Context: an optimization exercise on an open-source flow, tuned for small area. The choices shown serve that exercise and are no tape-out recipe.
Function was checked by simulation only, so behaviour that the tests miss may differ from the original.
No activity file was given, so power comes from the tool's default toggle rates.

==> flow/design.v <==
package spiMemoryPkg;
    typedef logic [7:0] dataByte_t;
    typedef struct packed {
        logic [7-1:0] address;   
        logic                         readNotWrite;  
    } commandByte_t;
    typedef union packed {
        commandByte_t command;
        dataByte_t    data;
    } shiftWord_t;
    typedef enum logic [2:0] {
        idle, getCommand, decide, readLoad,
        readShift, writeReceive, writeStore, finish
    } controlState_t;
endpackage
`timescale 1ns/1ps
module inputConditioner (
    input  logic trigger,
    input  logic reset,
    input  logic resetValue,    
    input  logic pin,           
    output logic conditioned,   
    output logic risingEdge,    
    output logic fallingEdge    
);
    logic syncFirst;    
    logic syncSecond;   
    logic [1:0] counter;
    always_ff @(posedge trigger) begin
        if (reset) begin
            syncFirst   <= resetValue;
            syncSecond  <= resetValue;
            conditioned <= resetValue;
            counter     <= 2'b00;
        end else begin
            syncFirst   <= pin;
            syncSecond  <= syncFirst;
            if (syncSecond == conditioned) begin
                counter <= 2'b00;   
            end else if (counter == 2'b11) begin
                conditioned <= syncSecond;   
                counter     <= 2'b10;
            end else begin
                counter <= {counter[0], 1'b1};
            end
        end
    end
    assign risingEdge  = (counter == 2'b10) &&  conditioned;
    assign fallingEdge = (counter == 2'b10) && !conditioned;
endmodule
`timescale 1ns/1ps
module spiControl (
    input  logic       trigger,
    input  logic       reset,
    input  logic       sclkRising,        
    input  logic       sclkFalling,
    input  logic       chipSelectLow,     
    input  logic       chipSelectRising,  
    input  logic       mosiLevel,         
    output logic       memWrite,
    output logic       inCommand,
    output logic       inReadShift,
    output logic       inWrite,           
    output logic [2:0] bitCount,          
    output logic       misoEnable         
);
    localparam logic [2:0] IDLE        = 3'b000;
    localparam logic [2:0] COMMAND     = 3'b001;
    localparam logic [2:0] READ_SHIFT  = 3'b011;
    localparam logic [2:0] WRITE_RECV  = 3'b101;
    localparam logic [2:0] WRITE_STORE = 3'b100;
    localparam logic [2:0] FINISH      = 3'b110;
    logic [2:0] state;
    logic [2:0] nextState;
    logic       byteDone;
    assign byteDone = sclkRising && (bitCount == 3'd7);
    always_comb begin
        nextState = state;
        if (chipSelectRising) begin
            nextState = IDLE;   
        end else begin
            case (state)
                IDLE:        if (chipSelectLow) nextState = COMMAND;
                COMMAND:     if (byteDone) nextState = mosiLevel ? READ_SHIFT : WRITE_RECV;
                READ_SHIFT:  if (byteDone) nextState = FINISH;
                WRITE_RECV:  if (byteDone) nextState = WRITE_STORE;
                WRITE_STORE: nextState = FINISH;
                FINISH:      nextState = FINISH;
                default:     nextState = IDLE;
            endcase
        end
    end
    assign inCommand   = (state == COMMAND);
    assign inReadShift = (state == READ_SHIFT);
    assign inWrite     = (state == WRITE_RECV) || (state == WRITE_STORE);
    assign memWrite    = (state == WRITE_STORE) && !chipSelectRising;
    always_ff @(posedge trigger) begin
        if (reset) begin
            state      <= IDLE;
            bitCount   <= '0;
            misoEnable <= 1'b0;
        end else begin
            state <= nextState;
            if (state == IDLE) begin
                bitCount <= '0;   
            end else if (sclkRising && (inCommand || inReadShift || (state == WRITE_RECV))) begin
                bitCount <= bitCount + 1'b1;   
            end
            misoEnable <= inReadShift && !chipSelectRising &&
                          (sclkFalling || (misoEnable && !byteDone));
        end
    end
endmodule
module spiMemory (
    input  logic trigger,
    input  logic reset,
    input  logic sclk,         
    input  logic chipSelect,   
    input  logic mosi,
    output logic miso,
    output logic misoEnable
);
    localparam int RING = 32;    
    logic sclkRising, sclkFalling;
    logic chipSelectLevel, chipSelectRising;
    logic mosiLevel;
    inputConditioner sclkCond_i (
        .trigger(trigger), .reset(reset), .resetValue(1'b0), .pin(sclk),
        .conditioned(), .risingEdge(sclkRising), .fallingEdge(sclkFalling)
    );
    inputConditioner chipSelectCond_i (
        .trigger(trigger), .reset(reset), .resetValue(1'b1), .pin(chipSelect),
        .conditioned(chipSelectLevel), .risingEdge(chipSelectRising), .fallingEdge()
    );
    inputConditioner mosiCond_i (
        .trigger(trigger), .reset(reset), .resetValue(1'b0), .pin(mosi),
        .conditioned(mosiLevel), .risingEdge(), .fallingEdge()
    );
    logic       inCommand, inReadShift, inWrite, memWrite, addressLatch;
    logic [2:0] bitCount;
    spiControl control_i (
        .trigger(trigger), .reset(reset), .sclkRising(sclkRising),
        .sclkFalling(sclkFalling), .chipSelectLow(!chipSelectLevel),
        .chipSelectRising(chipSelectRising), .mosiLevel(mosiLevel),
        .memWrite(memWrite), .inCommand(inCommand), .inReadShift(inReadShift),
        .inWrite(inWrite),
        .bitCount(bitCount), .misoEnable(misoEnable)
    );
    logic [5:0] shiftWord;
    always_ff @(posedge trigger) begin
        if (sclkRising) shiftWord <= {shiftWord[4:0], mosiLevel};
    end
    logic [6:0] address;
    assign addressLatch = inCommand && sclkRising && (bitCount == 3'd6);
    always_ff @(posedge trigger) begin
        if (addressLatch) address <= {shiftWord[5:0], mosiLevel};
    end
    logic [4:0] phase;
    always_ff @(posedge trigger) begin
        if (reset) phase <= '0;
        else       phase <= phase + 1'b1;
    end
    logic writing, clearing, busy;
    always_ff @(posedge trigger) begin
        if (reset) begin
            writing  <= 1'b0;
            clearing <= 1'b1;
        end else begin
            if (memWrite)          writing <= 1'b1;
            else if (addressLatch) writing <= 1'b0;
            if (addressLatch)      clearing <= 1'b0;
        end
    end
    assign busy = writing || clearing;
    logic       hit8, hit16, hit32;
    logic [1:0] octet;   
    assign hit8  = (phase[2:0] == ~address[2:0]);
    assign hit16 = hit8  && (phase[3] == ~address[3]);
    assign hit32 = hit16 && (phase[4] == ~address[4]);
    assign octet = address[4:3] + phase[4:3];
    logic [1023:0] mem;
    logic [3:0]    insert;   
    for (genvar r = 0; r < 4; r++) begin : g_insert
        assign insert[r] = clearing || (writing && hit32 && (address[6:5] == r));
    end
    for (genvar b = 0; b < 8; b++) begin : g_plane
        for (genvar r = 0; r < 4; r++) begin : g_ring
            localparam int BASE = (b*4 + r) * RING;
            always_ff @(posedge trigger) begin
                mem[BASE] <= insert[r] ? dataByte[b] : mem[BASE + RING - 1];
                for (int p = 1; p < RING; p++) mem[BASE + p] <= mem[BASE + p - 1];
            end
        end
    end
    logic [7:0] tapBit;
    logic [7:0] capture;
    for (genvar b = 0; b < 8; b++) begin : g_tap
        localparam int PLANE = b * 4 * RING;
        logic [15:0] taps;
        for (genvar r = 0; r < 4; r++) begin : g_r
            for (genvar m = 0; m < 4; m++) begin : g_m
                assign taps[r*4 + m] = mem[PLANE + r*RING + m*8 + 7];
            end
        end
        if (b >= 6) begin : g_t8
            assign tapBit[b]  = taps[{address[6:5], octet}];
            assign capture[b] = hit8;
        end else if (b >= 4) begin : g_t16
            assign tapBit[b]  = taps[{address[6:5], octet[1], 1'b1}];
            assign capture[b] = hit16;
        end else begin : g_t32
            assign tapBit[b]  = taps[{address[6:5], 2'b11}];
            assign capture[b] = hit32;
        end
    end
    logic [7:0] dataByte;
    always_ff @(posedge trigger) begin
        if (reset) begin
            dataByte <= '0;
        end else if (inWrite) begin
            if (sclkRising) dataByte <= {dataByte[6:0], mosiLevel};
        end else if (!busy) begin
            for (int b = 0; b < 8; b++) begin
                if (capture[b]) dataByte[b] <= tapBit[b];
            end
        end
    end
    always_ff @(posedge trigger) begin
        if (reset) begin
            miso <= 1'b0;
        end else if (inReadShift && sclkFalling) begin
            miso <= dataByte[~bitCount];
        end
    end
endmodule
Settings: LEC_CHECK=0, CAP_MARGIN=20, CORE_MARGIN=2, CORE_UTILIZATION=60, SLEW_MARGIN=20; clock period 10.0 ns.
standard.sh (not shown) runs the stock make flow with config.mk's settings and CLKGATE_MAP_FILE= SYNTH_SCRIPT=/design/flow/synth_recipe.tcl, a recipe that flattens the netlist after the stock synthesis.
==> flow/flow/run.sh <==
#!/bin/bash
# Standard layout, with our own clock tree synthesis arguments and
# a plain buffer on each port.
set -euo pipefail
export CTS_ARGS="-sink_clustering_enable -repair_clock_nets -dont_use_dummy_load -sink_clustering_size 21 -sink_clustering_max_diameter 70 -buf_list sky130_fd_sc_hd__clkbuf_8"
export BUFFER_PORTS_ARGS="-buffer_cell sky130_fd_sc_hd__buf_1"
bash standard.sh > standard.log 2>&1
Change:
--- a/flow/design.v
+++ b/flow/design.v
@@ -26,5 +26,5 @@
     logic syncFirst;    
     logic syncSecond;   
-    logic [1:0] counter;
+    logic [1:0] counter;   
     always_ff @(posedge trigger) begin
         if (reset) begin
@@ -32,20 +32,20 @@
             syncSecond  <= resetValue;
             conditioned <= resetValue;
-            counter     <= 2'b00;
+            counter     <= 2'd0;
         end else begin
             syncFirst   <= pin;
             syncSecond  <= syncFirst;
             if (syncSecond == conditioned) begin
-                counter <= 2'b00;   
-            end else if (counter == 2'b11) begin
+                counter <= 2'd0;   
+            end else if (counter == 2'd2) begin
                 conditioned <= syncSecond;   
-                counter     <= 2'b10;
+                counter     <= 2'd3;
             end else begin
-                counter <= {counter[0], 1'b1};
-            end
-        end
-    end
-    assign risingEdge  = (counter == 2'b10) &&  conditioned;
-    assign fallingEdge = (counter == 2'b10) && !conditioned;
+                counter <= (counter == 2'd3) ? 2'd1 : counter + 1'b1;
+            end
+        end
+    end
+    assign risingEdge  = (counter == 2'd3) &&  conditioned;
+    assign fallingEdge = (counter == 2'd3) && !conditioned;
 endmodule
 `timescale 1ns/1ps
What happened:
- The new run completed with no timing, DRC or antenna violations
- area after synthesis went up by about 0.4%
- die area went up by about 0.4%
- final area went up by about 0.32%
- first-iteration DRC count went down by about 4%
- worst setup slack gains 34 ps
- wire length is about the same
- total power barely changes
- clock-buffer cell count does not change
- maximum frequency went up by 1.1%
- register-to-register slack loses 90 ps
- clock power stays flat

---

== v31 ==
Starts from the design.v that is shown in full above.
export LEC_CHECK = 0
export CAP_MARGIN = 20
export CORE_MARGIN = 2
export CORE_UTILIZATION = 70
export SLEW_MARGIN = 20
create_clock -name core_clock -period 10.0 [get_ports {trigger}]
==> flow/flow/run.sh <==
#!/bin/bash
# Standard layout, with our own clock tree synthesis arguments and
# a plain buffer on each port.
set -euo pipefail
export CTS_ARGS="-sink_clustering_enable -repair_clock_nets -dont_use_dummy_load -sink_clustering_size 12 -sink_clustering_max_diameter 50 -buf_list sky130_fd_sc_hd__clkbuf_4"
export BUFFER_PORTS_ARGS="-buffer_cell sky130_fd_sc_hd__buf_1"
bash standard.sh > standard.log 2>&1
Edits applied to the flow inputs when going from v31 to v23:
--- a/flow/design.v
+++ b/flow/design.v
@@ -112,4 +112,5 @@
     end
 endmodule
+`timescale 1ns/1ps
 module spiMemory (
     input  logic trigger,
@@ -161,4 +162,5 @@
         else       phase <= phase + 1'b1;
     end
+    logic [7:0] dataByte;
     logic writing, clearing, busy;
     always_ff @(posedge trigger) begin
@@ -214,5 +216,4 @@
         end
     end
-    logic [7:0] dataByte;
     always_ff @(posedge trigger) begin
         if (reset) begin
v23 went all the way through synthesis, placement and routing and the layout is clean on timing, DRC and antenna.
Re maximum number of pins on one net before global-route repair: no difference whatsoever between v23 and v31.
Going from v31 to v23, cell area now sits at about the same level; number of clock buffers inserted by TritonCTS barely changed; die outline width level; number of non-clock buffers barely changed.
Comparing v31 against v23, there is no change at all in area overhead of the layout relative to synthesis.
v31 and v23 ended up with roughly the same global-route wire length before repair.
Changes observed in v23 relative to v31: total vias in the final route shows no meaningful change; final number of max-transition violations shows no meaningful change.

-- what the ideal ports hide --
No port has a modelled driver above. Below, the same layouts with a new extraction and two added sets of constraints. Step 1, drivers: a clkbuf_16 drives trigger and a buf_2 each remaining input, both assumed. Step 2 times the ports against the registers' clock, not the clock port: input delays grow and output delays shrink by t, the midpoint of the rising clock arrivals with the driver on. Three values: ideal ports, drivers, drivers and shift; two values: the first two.
run | t (ns) | setup slack, ns | hold WS [ns]
the first run of note 1 | 0.690 | 6.766 / 6.715 / 6.924 | 0.259 / 0.259 / 0.259
the second run of note 1 | 0.686 | 6.801 / 6.751 / 7.130 | 0.327 / 0.327 / 0.327
v31 | 0.826 | 6.628 / 6.580 / 6.880 | 0.295 / 0.295 / 0.295
v23 | 0.826 | 6.628 / 6.580 / 6.880 | 0.295 / 0.295 / 0.295
After both steps every run listed still meets setup and hold.
